Context: an optimization exercise on an open-source flow, tuned for small area, a short achievable clock period and few clock cycles per item. The choices shown serve that exercise and are no tape-out recipe. In this exercise RTL edits were held to simulation tests only and were not proved equivalent to the original. Power figures rest on the tool's default switching activity, not on a simulated workload.

`flow/config.mk`:
```
export PLATFORM = sky130hd
export DESIGN_NAME = best_fit_block_allocator
export DESIGN_NICKNAME = best_fit_block_allocator
export VERILOG_FILES = /design/flow/design.v
export SDC_FILE = /design/flow/constraint.sdc
export NUM_CORES = 4
export LEC_CHECK = 0
export CAP_MARGIN = 20
export CORE_MARGIN = 2
export CORE_UTILIZATION = 40
export SLEW_MARGIN = 20
```
`flow/constraint.sdc`:
```
create_clock -name core_clock -period 7.0 [get_ports {clk}]
set_input_delay 1.4000 -clock core_clock [delete_from_list [all_inputs] [get_ports {clk}]]
set_output_delay 1.4000 -clock core_clock [all_outputs]
set_load 0.01 [all_outputs]
```
`flow/design.v`:
```
`default_nettype none
package bfa_pkg;
  localparam int ACTION_W = 2;
  localparam int FIELD_SIZE_W = 16;
  localparam int OWNER_W = 8;
  localparam int BLOCK_W = 4;
  localparam int CODE_W = 2;
  localparam logic [ACTION_W-1:0] ACT_CLEAR = 2'd0;
  localparam logic [ACTION_W-1:0] ACT_LOAD  = 2'd1;
  localparam logic [ACTION_W-1:0] ACT_ALLOC = 2'd2;
  localparam logic [ACTION_W-1:0] ACT_READ  = 2'd3;
  localparam logic [CODE_W-1:0] RES_OK    = 2'd0;
  localparam logic [CODE_W-1:0] RES_NOFIT = 2'd1;
  localparam logic [CODE_W-1:0] RES_BAD   = 2'd2;
  typedef struct packed {
    logic               clear;     
    logic               load;      
    logic               grant;     
    logic               rd_mode;   
    logic [OWNER_W-1:0] owner;     
  } cmd_t;
  typedef struct packed {
    logic               vld;
    logic               found;
    logic               is_free;
    logic [OWNER_W-1:0] owner;
  } tok_t;
endpackage
`default_nettype wire
`default_nettype none
import bfa_pkg::*;
module bfa_cell #(
  parameter int SIZE_BITS = 16,
  parameter int IDX_W     = 4,
  parameter int COUNT_W   = 5,
  parameter int CELL_IDX  = 0
) (
  input  wire logic                 clk,
  input  wire logic                 rst_n,
  input  wire bfa_pkg::cmd_t        cmd,
  input  wire logic [COUNT_W-1:0]   count,
  input  wire logic [IDX_W-1:0]     wr_idx,
  input  wire logic [SIZE_BITS-1:0] wr_size,
  input  wire logic [SIZE_BITS-1:0] req_size,
  input  wire logic [IDX_W-1:0]     rd_idx,
  input  wire bfa_pkg::tok_t        tok_i,
  input  wire logic [IDX_W-1:0]     id_i,
  input  wire logic [SIZE_BITS-1:0] size_i,
  output bfa_pkg::tok_t             tok_o,
  output logic [IDX_W-1:0]          id_o,
  output logic [SIZE_BITS-1:0]      size_o
);
  localparam logic [IDX_W-1:0]   MY_IDX = IDX_W'(CELL_IDX);
  localparam logic [COUNT_W-1:0] MY_CNT = COUNT_W'(CELL_IDX);
  logic                 free_r;
  logic [SIZE_BITS-1:0] size_r;
  logic [OWNER_W-1:0]   owner_r;
  bfa_pkg::tok_t              tok_r;
  bfa_pkg::tok_t              tok_nxt;
  logic [IDX_W-1:0]     id_r, id_nxt;
  logic [SIZE_BITS-1:0] tsize_r, tsize_nxt;
  logic loaded;
  logic fits;
  assign loaded = MY_CNT < count;
  assign fits   = free_r && (size_r >= req_size) && (!tok_i.found || (size_r < size_i));
  always_ff @(posedge clk) begin
    if (!rst_n) begin
      free_r <= 1'b1;
    end else if (cmd.clear) begin
      free_r <= 1'b1;
    end else if (cmd.load && (wr_idx == MY_IDX)) begin
      free_r <= 1'b1;
    end else if (cmd.grant && (wr_idx == MY_IDX)) begin
      free_r <= 1'b0;
    end
  end
  always_ff @(posedge clk) begin
    if (cmd.load && (wr_idx == MY_IDX)) begin
      size_r  <= wr_size;
      owner_r <= '0;
    end else if (cmd.grant && (wr_idx == MY_IDX)) begin
      size_r  <= wr_size;
      owner_r <= cmd.owner;
    end
  end
  always_comb begin
    tok_nxt   = tok_i;
    id_nxt    = id_i;
    tsize_nxt = size_i;
    if (tok_i.vld && loaded) begin
      if (cmd.rd_mode) begin
        if (rd_idx == MY_IDX) begin
          tok_nxt.found   = 1'b1;
          tok_nxt.is_free = free_r;
          tok_nxt.owner   = owner_r;
          id_nxt          = MY_IDX;
          tsize_nxt       = size_r;
        end
      end else if (fits) begin
        tok_nxt.found = 1'b1;
        id_nxt        = MY_IDX;
        tsize_nxt     = size_r;
      end
    end
  end
  always_ff @(posedge clk) begin
    if (!rst_n) begin
      tok_r <= '0;
    end else begin
      tok_r <= tok_nxt;
    end
  end
  always_ff @(posedge clk) begin
    id_r    <= id_nxt;
    tsize_r <= tsize_nxt;
  end
  assign tok_o  = tok_r;
  assign id_o   = id_r;
  assign size_o = tsize_r;
endmodule
`default_nettype wire
`default_nettype none
import bfa_pkg::*;
module best_fit_block_allocator #(
  parameter int MAX_PARTS = 16,
  parameter int SIZE_BITS = 16
) (
  input  wire logic        clk,
  input  wire logic        rst_n,
  input  wire logic        in_tvalid,
  output logic             in_tready,
  input  wire logic [31:0] in_tdata,
  output logic             out_tvalid,
  input  wire logic        out_tready,
  output logic [31:0]      out_tdata
);
  localparam int IDX_W   = (MAX_PARTS > 1) ? $clog2(MAX_PARTS) : 1;
  localparam int COUNT_W = $clog2(MAX_PARTS + 1);
  localparam int CMP_W   = (COUNT_W > BLOCK_W) ? COUNT_W : BLOCK_W;
  typedef enum logic {
    S_IDLE,
    S_SCAN
  } state_t;
  state_t                 state_r;
  logic [COUNT_W-1:0]     count_r;
  bfa_pkg::cmd_t          cmd_r;
  logic                   launch_r;
  logic [IDX_W-1:0]       wr_idx_r;
  logic [SIZE_BITS-1:0]   wr_size_r;
  logic [SIZE_BITS-1:0]   req_r;
  logic [IDX_W-1:0]       rd_idx_r;
  logic                   out_tvalid_r;
  logic [CODE_W-1:0]      out_code_r;
  logic [BLOCK_W-1:0]     out_id_r;
  logic [FIELD_SIZE_W-1:0] out_rem_r;
  logic                   out_free_r;
  logic [OWNER_W-1:0]     out_owner_r;
  logic [ACTION_W-1:0]     in_action;
  logic [FIELD_SIZE_W-1:0] in_size;
  logic [OWNER_W-1:0]      in_req;
  logic [BLOCK_W-1:0]      in_idx;
  logic                    in_fire;
  logic [SIZE_BITS-1:0]    in_size_t;
  logic [SIZE_BITS-1:0]    grant_size;
  assign in_action = in_tdata[1:0];
  assign in_size   = in_tdata[17:2];
  assign in_req    = in_tdata[25:18];
  assign in_idx    = in_tdata[29:26];
  assign in_size_t = SIZE_BITS'(in_size);
  assign in_tready = (state_r == S_IDLE) && (!out_tvalid_r || out_tready);
  assign in_fire   = in_tvalid && in_tready;
  logic [OWNER_W+2:0]    tok_c  [MAX_PARTS+1];
  bfa_pkg::tok_t        tok_last;
  logic [IDX_W-1:0]     id_c   [MAX_PARTS+1];
  logic [SIZE_BITS-1:0] size_c [MAX_PARTS+1];
  assign tok_c[0]  = {launch_r, 1'b0, 1'b0, OWNER_W'(0)};
  assign id_c[0]   = '0;
  assign size_c[0] = '0;
  for (genvar g = 0; g < MAX_PARTS; g++) begin : g_cell
    bfa_cell #(
      .SIZE_BITS (SIZE_BITS),
      .IDX_W     (IDX_W),
      .COUNT_W   (COUNT_W),
      .CELL_IDX  (g)
    ) u_cell (
      .clk      (clk),
      .rst_n    (rst_n),
      .cmd      (cmd_r),
      .count    (count_r),
      .wr_idx   (wr_idx_r),
      .wr_size  (wr_size_r),
      .req_size (req_r),
      .rd_idx   (rd_idx_r),
      .tok_i    (tok_c[g]),
      .id_i     (id_c[g]),
      .size_i   (size_c[g]),
      .tok_o    (tok_c[g+1]),
      .id_o     (id_c[g+1]),
      .size_o   (size_c[g+1])
    );
  end
  assign tok_last   = tok_c[MAX_PARTS];
  assign grant_size = size_c[MAX_PARTS] - req_r;
  always_ff @(posedge clk) begin
    if (!rst_n) begin
      state_r      <= S_IDLE;
      count_r      <= '0;
      cmd_r        <= '0;
      launch_r     <= 1'b0;
      out_tvalid_r <= 1'b0;
    end else begin
      cmd_r.clear <= 1'b0;
      cmd_r.load  <= 1'b0;
      cmd_r.grant <= 1'b0;
      launch_r    <= 1'b0;
      if (out_tvalid_r && out_tready) begin
        out_tvalid_r <= 1'b0;
      end
      unique case (state_r)
        S_IDLE: begin
          if (in_fire) begin
            out_code_r  <= RES_OK;
            out_id_r    <= '0;
            out_rem_r   <= '0;
            out_free_r  <= 1'b0;
            out_owner_r <= '0;
            unique case (in_action)
              ACT_CLEAR: begin
                count_r      <= '0;
                cmd_r.clear  <= 1'b1;
                out_tvalid_r <= 1'b1;
              end
              ACT_LOAD: begin
                out_tvalid_r <= 1'b1;
                if (count_r == COUNT_W'(MAX_PARTS)) begin
                  out_code_r <= RES_BAD;
                end else begin
                  cmd_r.load <= 1'b1;
                  wr_idx_r   <= IDX_W'(count_r);
                  wr_size_r  <= in_size_t;
                  count_r    <= count_r + COUNT_W'(1);
                  out_id_r   <= BLOCK_W'(count_r);
                  out_rem_r  <= FIELD_SIZE_W'(in_size_t);
                end
              end
              ACT_ALLOC: begin
                req_r         <= in_size_t;
                cmd_r.owner   <= in_req;
                cmd_r.rd_mode <= 1'b0;
                launch_r      <= 1'b1;
                state_r       <= S_SCAN;
              end
              ACT_READ: begin
                if (CMP_W'(in_idx) >= CMP_W'(count_r)) begin
                  out_code_r   <= RES_BAD;
                  out_tvalid_r <= 1'b1;
                end else begin
                  rd_idx_r      <= IDX_W'(in_idx);
                  cmd_r.rd_mode <= 1'b1;
                  launch_r      <= 1'b1;
                  state_r       <= S_SCAN;
                end
              end
              default: begin
                out_tvalid_r <= 1'b1;
              end
            endcase
          end
        end
        S_SCAN: begin
          if (tok_last.vld) begin
            out_tvalid_r <= 1'b1;
            state_r      <= S_IDLE;
            if (cmd_r.rd_mode) begin
              out_id_r    <= BLOCK_W'(id_c[MAX_PARTS]);
              out_rem_r   <= FIELD_SIZE_W'(size_c[MAX_PARTS]);
              out_free_r  <= tok_last.is_free;
              out_owner_r <= tok_last.owner;
            end else if (!tok_last.found) begin
              out_code_r <= RES_NOFIT;
            end else begin
              cmd_r.grant <= 1'b1;
              wr_idx_r    <= id_c[MAX_PARTS];
              wr_size_r   <= grant_size;
              out_id_r    <= BLOCK_W'(id_c[MAX_PARTS]);
              out_rem_r   <= FIELD_SIZE_W'(grant_size);
            end
          end
        end
        default: begin
          state_r <= S_IDLE;
        end
      endcase
    end
  end
  assign out_tvalid = out_tvalid_r;
  assign out_tdata  = {1'b0, out_owner_r, out_free_r, out_rem_r, out_id_r, out_code_r};
endmodule
`default_nettype wire
```
`flow/run.sh`:
```
#!/bin/bash
# synth_recipe.tcl (not shown) runs the flow's synth.tcl, then flattens the netlist and writes it again
# the make line also repeats each setting of config.mk as NAME=value (left out here)
make -C /OpenROAD-flow-scripts/flow DESIGN_CONFIG=/design/flow/config.mk WORK_HOME=/design/flow/orfs CLKGATE_MAP_FILE= SYNTH_SCRIPT=/design/flow/synth_recipe.tcl finish
```
==> notes.md <==
## logic make-up (layout without fill, tap and decap cells)
family,after synthesis,after routing,share of synthesized area
simple gates,1134,1134,0.114
buf+inv,427,618,0.0385
compound gates,804,804,0.108
fa+ha+maj,503,503,0.143
xor+xnor,16,16,0.00317
mux,317,317,0.0789
other cells,1,1,0.0000850
flops,972,972,0.515
## worst paths after layout
check | start | endpoint | cells past startpoint
setup / recovery | out_tready | in_tready | 4
hold / removal | g_cell[13].u_cell.id_r[2] | g_cell[14].u_cell.id_r[2] | 1
setup reg to reg | req_r[1] | g_cell[10].u_cell.tsize_r[4] | 9
hold reg to reg | g_cell[13].u_cell.id_r[2] | g_cell[14].u_cell.id_r[2] | 1
## layout make-up
class	instances	share of cell area
clock inverter	43	0.00839
sequential	972	0.453
multi-input combinational	2775	0.396
tap	1476	0.0368
timing repair buffer	128	0.0229
inverter	303	0.0227
clock buffer	144	0.0598
## sequential cells by signal, summed over array words and instances, names as in the netlist, 49 cells and up
name / flops
g_cell.u_cell.id_r: 49
g_cell.u_cell.tok_r: 176
g_cell.u_cell.owner_r: 128
g_cell.u_cell.size_r: 256
g_cell.u_cell.tsize_r: 256
## stage by stage
stage / setup slack (ns) / cell area, µm² / power (W)
after detailed placement: 2.68 / 46600 / 0.00625
final: 2.89 / 50100 / 0.0116
after CTS: 2.91 / 50100 / 0.0117
after global placement: 2.68 / 46600 / 0.00625
after floorplan: 2.92 / 44100 / 0.00611
after global routing: 2.83 / 50100 / 0.0119
## worst max-delay path, stage by stage
cell and delay (ns):
clkdlybuf4s50_1 0.45, nor2b_1 0.05, nor2_1 0.21, clkdlybuf4s50_1 0.59
## power groups by stage
stage	combinational [W]	sequential, W	clock (W)
final	0.000266	0.00586	0.00546
after global routing	0.000288	0.00586	0.00579
after global placement	0.000260	0.00599	0
after detailed placement	0.000264	0.00599	0
after CTS	0.000265	0.00586	0.00556
after floorplan	0.000138	0.00597	0
## metal layers
| layer | part of all wire | up-vias | routed length [µm] |
|---|---|---|---|
| li1 | - | 14900 | - |
| met5 | 0 | - | 0 |
| met1 | 0.44 | 14500 | 51100 |
| met2 | 0.49 | 622 | 56500 |
| met3 | 0.043 | 218 | 5020 |
| met4 | 0.032 | 0 | 3770 |
## placed cells by master, fill, tap and decap left out, types with 52 or more instances in the layout
cell	count
o21ai_0	123
a21o_1	86
dfxtp_1	644
a21oi_1	423
nor2_1	204
edfxtp_1	327
nand2_1	587
mux2i_1	71
ha_1	502
inv_1	299
mux2_2	233
nand3_1	60
buf_4	61
clkdlybuf4s50_1	66
clkbuf_16	107
nand4_1	52
## Yosys cell counts, drive strengths merged (9+ instances only)
| master | count |
|---|---|
| nor3 | 38 |
| edfxtp | 327 |
| o21a | 9 |
| xnor2 | 9 |
| a2111oi | 10 |
| mux2i | 71 |
| nand2 | 587 |
| a31oi | 10 |
| buf | 39 |
| mux2 | 246 |
| ha | 502 |
| o21ai | 146 |
| a211oi | 16 |
| clkbuf | 85 |
| nor2 | 206 |
| nand4 | 52 |
| a211o | 25 |
| dfxtp | 645 |
| nor2b | 23 |
| nor3b | 10 |
| nand2b | 39 |
| a21oi | 429 |
| nand3 | 60 |
| o211ai | 9 |
| or3 | 16 |
| and3 | 17 |
| a21o | 86 |
| a21boi | 9 |
| inv | 303 |
| or2 | 29 |
| and2 | 37 |
| and4 | 10 |
==> notes.md <==
* Placer Congestion at 0.869
* Fill cells at 10100
* Clk slew on worst S/H paths at 0.06 ns
* DRT Pass-1 Iters at 6
* Crit path kind: input port to output port
* Clk root buf: clkbuf_16
* Post-CTS Resized at 0
* Number of buffers inserted by port buffering at 66
* RSZ-0062 raised after global routing: no
* Pwr dens at 231 nW/µm²
* Mapped Avg Cell Area at 10.6 µm²
* Max-slew violations at 0
* CP Data Arrival Time at 2.71 ns
* Nets at 4818
* GR met1 Demand/Resource at 0.260
* Met3 GRT Util at 0.0287
* Critical Path Source Type: input port
* GRT Util Overall at 0.204
* Yosys warning count at 23
* Final Cycle Share at 0.587
* Number of synthesized register bits at 972
* Post-synth top area cell: dfxtp_1
* Register area at 22700 µm²
* Placed insts at 5653
* Register area share after synthesis at 0.515
* Die height at 336 µm
* CTS tree: built
* Area contributors post-synth: dfxtp_1 (29%), edfxtp_1 (22%), ha_1 (14%)
* DRT Wirelength at 116 mm
* Footprint of the multi-input gates at 19800 µm²
* Die Area at 113000 µm²
* Comb pwr share at 0.023
* Synth Instances at 4174
* Grt total ovfl at 0
* Util after Layout at 0.459
* Drc violations at 0
* Status: no timing/DRC/antenna violations
* GR Layer Usage met2 at 0.356
* Antenna violations before repair at 2
* Reg power frac at 0.506
* CTS buffer count at 99
* Hold WC Path Type: register to register
* Slew HR at 0.220
* DIE WIDTH at 336 µm
* H-tree depth at 3
* 1st-iter DRT viols at 2027
* Busiest metal layer after global routing: met2
* Core area at 109000 µm²
* Reg-to-reg slack, setup at 3.20 ns
* Number of setup violations in the final report at 0
* Leakage Power at 19.7 nW
* Fmax at 243 MHz
* MaxCap Viol Count at 0
* Largest net degree at the start of global routing at 56
* Hold_buf cts at 0
* DR WL/cell at 19.9 µm
* Crit path max fanout at 4
* ANT nets after route at 0
* Vias/cell at 5.17
* Top FF cell, synth: dfxtp_1
* Post-CTS setup buffer count at 0
* Number of enable flip-flop cells after synthesis at 327
* WHS at 0.395 ns
* Total vias in the final route at 30200
* Final hold vios at 0
* Area fraction of the dominant cell type after synthesis at 0.293
* Syn Nets at 4713
* Minimum clock period at 4.11 ns
* Slew of the pin with the lowest slew margin at 1.16 ns
* CTS Buffer Depth at 3
* Clock Skews at 0.0496 ns
* Site Rows at 121
* Post-synth ARST share at 0
* Worst-skew pair later-pin latency at 0.70 ns
* VDD IR max at 0.173 mV
* Crit end category: output port
* CP Data Required Time at 5.60 ns
* CTS sink count at 972
* IO Pins at 70
* First-pass GRT wire length at 176 mm
* Internal cell power at 0.00910 W
* Antenna Cells at 0
* Switching share of power at 0.215
* Unique masters post-synth at 66
* Initial core utilization at 0.404
* Setup TNS at 0 ns
* Fin cells at 5841
* Mapped Area at 44100 µm²
* Net Switching at 0.00249 W
* Area delta synth->final at 13.6%
* Layout cells sized above 1 at 0.121
* DP Wirelength at 83.6 mm
* Number of global-route vias before repair at 30100
* Clk network pwr share at 0.471
Testbench counts, summed over its fixed seeds: cycles 85,574, items 7,094.

==> port drivers added, routing unchanged <==
Ports are ideal in the flow. The routed layout listed here was re-timed in OpenROAD.
Step 1: set_driving_cell puts a clkbuf_16 on clk and a buf_2 on each other input, an assumption about the parent block.
Step 2 adds t to the input delays and takes it off the output delays; t is the mean of the earliest and latest rising clock arrival at the registers after step 1. Input paths then give back, and output paths get back, about the clock's delay inside the block.
a / b / c = ideal ports / drivers / drivers and shift; a / b = the first two.
t, ns: 0.740
setup WS [ns]: 2.891 / 2.860 / 2.575
latest minus earliest clock arrival (ns): 0.050 / 0.050
pins driven straight from the clock port: 1
After both steps this run still meets setup and hold. For this run, drivers alone change the setup slack by -0.031 ns; drivers and shift together by -0.316 ns.
